What follows belongs to an exercise in optimizing a design on an open flow for small area, a short achievable clock period and few clock cycles per item; a production flow would make more cautious choices.
In this exercise RTL edits were held to simulation tests only and were not proved equivalent to the original.

==> flow/design.v <==
`timescale 1ns/10ps
package ascon_pkg;
    typedef logic [63:0] lane_t;
    typedef logic [319:0] state_t;
    localparam int ROUNDS = 12;
    typedef logic [3:0] round_idx_t;
    localparam logic [8*ROUNDS-1:0] ROUND_CONST = {
        8'h4b, 8'h5a, 8'h69, 8'h78,
        8'h87, 8'h96, 8'ha5, 8'hb4,
        8'hc3, 8'hd2, 8'he1, 8'hf0
    };
endpackage
`timescale 1ns/10ps
package hash_pkg;
    localparam int BLOCK_BITS = 64;
    localparam int KEEP_BITS = BLOCK_BITS / 8;
    typedef logic [BLOCK_BITS-1:0] block_t;
    typedef logic [KEEP_BITS-1:0] keep_t;
    localparam logic [63:0] HASH_IV = 64'h0000080100cc0002;
    localparam int DIGEST_WORDS = 4;
    typedef logic [1:0] beat_cnt_t;
endpackage
`timescale 1ns/10ps
module ascon_round (
    input  ascon_pkg::state_t     state_i,
    input  ascon_pkg::round_idx_t round_i,
    output ascon_pkg::state_t     state_o
);
    ascon_pkg::lane_t a0, a1, a2, a3, a4;
    ascon_pkg::lane_t t0, t1, t2, t3, t4;
    function automatic ascon_pkg::lane_t ror(input ascon_pkg::lane_t v, input int n);
        ror = (v >> n) | (v << (64 - n));
    endfunction
    always_comb begin
        a0 = state_i[0 +: 64];
        a1 = state_i[64 +: 64];
        a2 = state_i[128 +: 64] ^ {56'd0, ~round_i, round_i};
        a3 = state_i[192 +: 64];
        a4 = state_i[256 +: 64];
        a0 = a0 ^ a4;
        a4 = a4 ^ a3;
        a2 = a2 ^ a1;
        t0 = ~a0 & a1;
        t1 = ~a1 & a2;
        t2 = ~a2 & a3;
        t3 = ~a3 & a4;
        t4 = ~a4 & a0;
        a0 = a0 ^ t1;
        a1 = a1 ^ t2;
        a2 = a2 ^ t3;
        a3 = a3 ^ t4;
        a4 = a4 ^ t0;
        a1 = a1 ^ a0;
        a0 = a0 ^ a4;
        a3 = a3 ^ a2;
        a2 = ~a2;
        state_o[0 +: 64] = a0 ^ ror(a0, 19) ^ ror(a0, 28);
        state_o[64 +: 64] = a1 ^ ror(a1, 61) ^ ror(a1, 39);
        state_o[128 +: 64] = a2 ^ ror(a2, 1) ^ ror(a2, 6);
        state_o[192 +: 64] = a3 ^ ror(a3, 10) ^ ror(a3, 17);
        state_o[256 +: 64] = a4 ^ ror(a4, 7) ^ ror(a4, 41);
    end
endmodule
`timescale 1ns/10ps
module ascon_permutation #(
    parameter int K  = 2,
    parameter int JW = 3
) (
    input  ascon_pkg::state_t state_i,
    input  logic [JW-1:0]     step_i,
    output ascon_pkg::state_t state_o
);
    logic [320*(K+1)-1:0] chain;
    assign chain[319:0] = state_i;
    for (genvar k = 0; k < K; k++) begin : g_round
        ascon_round u_round (
            .state_i (chain[320*k +: 320]),
            .round_i (ascon_pkg::round_idx_t'({step_i, 1'(k)})),
            .state_o (chain[320*(k+1) +: 320])
        );
    end
    assign state_o = chain[320*K +: 320];
endmodule
`timescale 1ns/10ps
module ascon_padder (
    input  hash_pkg::block_t s_tdata_i,
    input  hash_pkg::keep_t  s_tkeep_i,
    output hash_pkg::block_t blk_o
);
    hash_pkg::keep_t pad_pos;
    assign pad_pos = ~s_tkeep_i & {s_tkeep_i[hash_pkg::KEEP_BITS-2:0], 1'b1};
    always_comb begin
        for (int b = 0; b < hash_pkg::KEEP_BITS; b++) begin
            if (s_tkeep_i[b]) blk_o[8*b +: 8] = s_tdata_i[8*b +: 8];
            else              blk_o[8*b +: 8] = {7'd0, pad_pos[b]};
        end
    end
endmodule
`timescale 1ns/10ps
`timescale 1ns/10ps
module ascon_hash_top (
    input  logic              clk,
    input  logic              rst_i,
    input  logic              start_i,
    output logic              busy_o,
    output logic              done_o,
    input  hash_pkg::block_t  s_tdata_i,
    input  hash_pkg::keep_t   s_tkeep_i,
    input  logic              s_tlast_i,
    input  logic              s_tvalid_i,
    output logic              s_tready_o,
    output hash_pkg::block_t  m_tdata_o,
    output logic              m_tlast_o,
    output logic              m_tvalid_o,
    input  logic              m_tready_i
);
    localparam int K  = 2;
    localparam int P  = 6;
    localparam int JW = 3;
    localparam ascon_pkg::state_t INIT_STATE = 320'hdd78040e4043feae_948dfde831a83e05_2cf6dc20c037822f_7f0feea630079ddc_d0dec9d479f0af4e;
    ascon_pkg::state_t state_q;
    ascon_pkg::state_t rounds;
    hash_pkg::block_t  pad_blk;
    hash_pkg::block_t  absorb_blk;
    logic [JW-1:0]     step_q;
    logic              busy_q;
    logic              need_q;     
    logic              extra_q;    
    logic              outv_q;     
    logic [1:0]        word_q;
    logic              last_step;
    logic              take_beat;
    logic              take_extra;
    logic              advance;
    assign last_step  = (step_q == JW'(P - 1));
    assign s_tready_o = busy_q && need_q && !extra_q && last_step;
    assign take_beat  = s_tready_o && s_tvalid_i;
    assign take_extra = need_q && extra_q && last_step;
    assign advance    = outv_q ? m_tready_i
                               : !(last_step && need_q && !extra_q && !s_tvalid_i);
    assign busy_o     = busy_q;
    assign m_tvalid_o = outv_q;
    assign m_tlast_o  = (word_q == 2'd3);
    assign m_tdata_o  = state_q[63:0];
    assign done_o     = outv_q && m_tready_i && (word_q == 2'd3);
    ascon_padder u_padder (
        .s_tdata_i (s_tdata_i),
        .s_tkeep_i (s_tkeep_i),
        .blk_o     (pad_blk)
    );
    ascon_permutation #(
        .K  (K),
        .JW (JW)
    ) u_permutation (
        .state_i (state_q),
        .step_i  (step_q),
        .state_o (rounds)
    );
    always_comb begin
        absorb_blk = '0;
        if (take_beat) absorb_blk = pad_blk;
        absorb_blk[0] = absorb_blk[0] | take_extra;
    end
    always_ff @(posedge clk) begin
        if (!busy_q) begin
            state_q <= INIT_STATE;
        end else if (advance) begin
            state_q <= {rounds[319:64], rounds[63:0] ^ absorb_blk};
        end
    end
    always_ff @(posedge clk) begin
        if (rst_i) begin
            busy_q  <= 1'b0;
            outv_q  <= 1'b0;
            need_q  <= 1'b0;
            extra_q <= 1'b0;
            word_q  <= 2'd0;
            step_q  <= JW'(P - 1);
        end else if (!busy_q) begin
            busy_q  <= start_i;
            outv_q  <= 1'b0;
            need_q  <= 1'b1;
            extra_q <= 1'b0;
            word_q  <= 2'd0;
            step_q  <= JW'(P - 1);
        end else if (advance) begin
            step_q <= last_step ? '0 : step_q + JW'(1);
            if (outv_q) begin
                outv_q <= 1'b0;
                word_q <= word_q + 2'd1;
                if (word_q == 2'd3) busy_q <= 1'b0;
            end else if (last_step) begin
                if (take_extra) begin
                    extra_q <= 1'b0;
                    need_q  <= 1'b0;
                end else if (take_beat) begin
                    if (s_tlast_i) begin
                        if (&s_tkeep_i) extra_q <= 1'b1;
                        else            need_q  <= 1'b0;
                    end
                end else begin
                    outv_q <= 1'b1;
                end
            end
        end
    end
endmodule
export LEC_CHECK = 0
export CAP_MARGIN = 20
export CORE_MARGIN = 2
export CORE_UTILIZATION = 40
export SETUP_SLACK_MARGIN = 5.0
export SLEW_MARGIN = 20
create_clock -name core_clock -period 10.0 [get_ports {clk}]
standard.sh (not shown) runs the stock make flow with config.mk's settings and CLKGATE_MAP_FILE= SYNTH_SCRIPT=/design/flow/synth_recipe.tcl, a recipe that flattens the netlist after the stock synthesis.
==> flow/flow/run.sh <==
#!/bin/bash
# The standard layout (standard.sh, all ORFS steps) with three changes:
#  - ABC maps the combinational logic with the area-oriented script in
#    flow/abc_speed.script (registers are mapped before ABC, unchanged);
#  - repair_timing aims for 5.5 ns of setup slack (SETUP_SLACK_MARGIN);
#  - ports are buffered with buf_2 instead of the default delay buffer.
# ORFS writes each tool's log under orfs/logs/; make's output goes to
# standard.log.
set -euo pipefail
cp -r "$FLOW_HOME/scripts" myscripts
cp flow/abc_speed.script myscripts/abc_speed.script
bash standard.sh SCRIPTS_DIR="$PWD/myscripts" SETUP_SLACK_MARGIN=5.5 \
    BUFFER_PORTS_ARGS="-buffer_cell sky130_fd_sc_hd__buf_2" finish > standard.log 2>&1
==> flow/flow/abc_speed.script <==
&get -n
&st
&dch
&nf -a -R 1000
&put
topo
stime -c
Testbench counts at the start, summed over its fixed seeds: cycles 21,306, bytes 20,059.
Change:
--- a/flow/flow/run.sh
+++ b/flow/flow/run.sh
@@ -11,3 +11,3 @@
 cp flow/abc_speed.script myscripts/abc_speed.script
 bash standard.sh SCRIPTS_DIR="$PWD/myscripts" SETUP_SLACK_MARGIN=5.5 \
-    BUFFER_PORTS_ARGS="-buffer_cell sky130_fd_sc_hd__buf_2" finish > standard.log 2>&1
+    BUFFER_PORTS_ARGS="-buffer_cell sky130_fd_sc_hd__buf_2" RECOVER_POWER=100 finish > standard.log 2>&1
What happened: This time the run finished with max-capacitance violations, max-slew violations left. Wire length barely changes. Via count fell slightly. Synthesized area does not change.
Change:
==> flow/flow/run.sh (replaced) <==
#!/bin/bash
set -euo pipefail
cp -r "$FLOW_HOME/scripts" myscripts
cp flow/abc_speed.script myscripts/abc_speed.script
bash standard.sh SCRIPTS_DIR="$PWD/myscripts" SETUP_SLACK_MARGIN=5.5 \
    BUFFER_PORTS_ARGS="-buffer_cell sky130_fd_sc_hd__buf_2" finish > standard.log 2>&1
--- a/flow/config.mk
+++ b/flow/config.mk
@@ -9,4 +9,6 @@
 export CORE_MARGIN = 2
 export CORE_UTILIZATION = 40
+export CTS_CLUSTER_DIAMETER = 80
+export CTS_CLUSTER_SIZE = 14
 export SETUP_SLACK_MARGIN = 5.0
 export SLEW_MARGIN = 20
=>
- The new run went through all stages and came out clean
- register-to-register slack improves by 2.4 ns
- global-route usage barely changes
- synthesized cell count is unchanged
- clock-buffer cell count came out lower by 21
- worst setup slack improves by 2.4 ns
Change:
==> flow/run.sh (new file) <==
#!/bin/bash
# synth_recipe.tcl (not shown) runs the flow's synth.tcl, then flattens the netlist and writes it again
# the make line also repeats each setting of config.mk as NAME=value (left out here)
make -C /OpenROAD-flow-scripts/flow DESIGN_CONFIG=/design/flow/config.mk WORK_HOME=/design/flow/orfs CLKGATE_MAP_FILE= SYNTH_SCRIPT=/design/flow/synth_recipe.tcl finish
--- a/flow/config.mk
+++ b/flow/config.mk
@@ -9,6 +9,4 @@
 export CORE_MARGIN = 2
 export CORE_UTILIZATION = 40
-export CTS_CLUSTER_DIAMETER = 80
-export CTS_CLUSTER_SIZE = 14
 export SETUP_SLACK_MARGIN = 5.0
 export SLEW_MARGIN = 20
removed: flow/flow/run.sh
removed: flow/flow/abc_speed.script
removed: flow/standard.sh
After rerunning:
- design area grows by 6.9%
- count of clock-buffer cells in the layout came out higher by 23
- utilization went down by 5.1 points
- first-iteration DRC count came out lower by 6.1%
- final cell count goes down by 3.0%
- setup slack degrades by 0.62 ns
- fmax came out lower by 12%
- via count falls by 1.2%
Change:
==> flow/flow/run.sh (new file) <==
#!/bin/bash
# Standard layout, except that ABC maps the combinational logic with an
# area-oriented script (flow/abc_speed.script). Registers are untouched.
set -euo pipefail
cp -r "$FLOW_HOME/scripts" myscripts
cp flow/abc_speed.script myscripts/abc_speed.script
bash standard.sh SCRIPTS_DIR="$PWD/myscripts" SETUP_SLACK_MARGIN=6.0 finish > standard.log 2>&1
==> flow/flow/abc_speed.script (new file) <==
&get -n
&st
&dch
&nf -a -R 1000
&put
topo
stime -c
==> flow/standard.sh (new file) <==
#!/bin/bash
# synth_recipe.tcl (not shown) runs the flow's synth.tcl, then flattens the netlist and writes it again
# the make line also repeats each setting of config.mk as NAME=value (left out here)
make -C /OpenROAD-flow-scripts/flow DESIGN_CONFIG=/design/flow/config.mk WORK_HOME=/design/flow/orfs CLKGATE_MAP_FILE= SYNTH_SCRIPT=/design/flow/synth_recipe.tcl "${@:-finish}"
removed: flow/run.sh
- cell area came out higher by roughly a tenth
- final cell count came out higher by a little under a tenth
- via count rises by a few percent
- utilization goes up by 15 points
- synthesized cell count goes up by a few percent
- count of clock-buffer cells in the layout shrinks by 4
- routed wire length went down by a little under a tenth
- synthesized area falls by about a fifth
Change:
==> flow/run.sh (new file) <==
#!/bin/bash
# synth_recipe.tcl (not shown) runs the flow's synth.tcl, then flattens the netlist and writes it again
# the make line also repeats each setting of config.mk as NAME=value (left out here)
make -C /OpenROAD-flow-scripts/flow DESIGN_CONFIG=/design/flow/config.mk WORK_HOME=/design/flow/orfs CLKGATE_MAP_FILE= SYNTH_SCRIPT=/design/flow/synth_recipe.tcl finish
--- a/flow/config.mk
+++ b/flow/config.mk
@@ -9,4 +9,3 @@
 export CORE_MARGIN = 2
 export CORE_UTILIZATION = 40
-export SETUP_SLACK_MARGIN = 5.0
 export SLEW_MARGIN = 20
removed: flow/flow/run.sh
removed: flow/flow/abc_speed.script
removed: flow/standard.sh
After rerunning:
- setup slack is worse by 1.2 ns
- sequential cell count does not change
- cell area goes down by 11%
- routed wire length goes up by 9.1%
- clock-buffer cell count goes up by 4
- register-to-register slack is worse by 1.5 ns
- final cell count goes down by 7.3%

==> static timing again, ports no longer ideal <==
No port has a modelled driver above. Below, the same layouts with a new extraction and two added sets of constraints.
Step 1 (the two cells are an assumption about what drives the block):
set clk [get_ports {clk}]
set_driving_cell -lib_cell sky130_fd_sc_hd__clkbuf_16 $clk
set_driving_cell -lib_cell sky130_fd_sc_hd__buf_2 [delete_from_list [all_inputs] $clk]
Step 2 moves the port delays by t, midway between the first and last clock arrival at a register: inputs arrive t later, outputs are due t later. That takes back most of the time a late clock gives input paths.
Three values: ideal ports, drivers, drivers and shift; two values: the first two.
run	t (ns)	setup WS [ns]	worst hold slack (ns)	pins driven straight from the clock port
the first run	0.725	5.238 / 5.238 / 5.189	0.468 / 0.468 / 0.468	1
the second run	0.726	2.906 / 2.906 / 2.906	0.467 / 0.467 / 0.467	1
the third run	0.734	5.295 / 5.295 / 5.001	0.466 / 0.466 / 0.466	1
the fourth run	0.722	4.676 / 4.676 / 4.521	0.469 / 0.469 / 0.469	1
the fifth run	0.732	5.630 / 5.589 / 5.347	0.474 / 0.474 / 0.474	1
the sixth run	0.724	4.402 / 4.402 / 4.196	0.469 / 0.469 / 0.469	1
For the third run, which loses most, drivers alone change the setup slack by 0.000 ns; drivers and shift together by -0.294 ns.
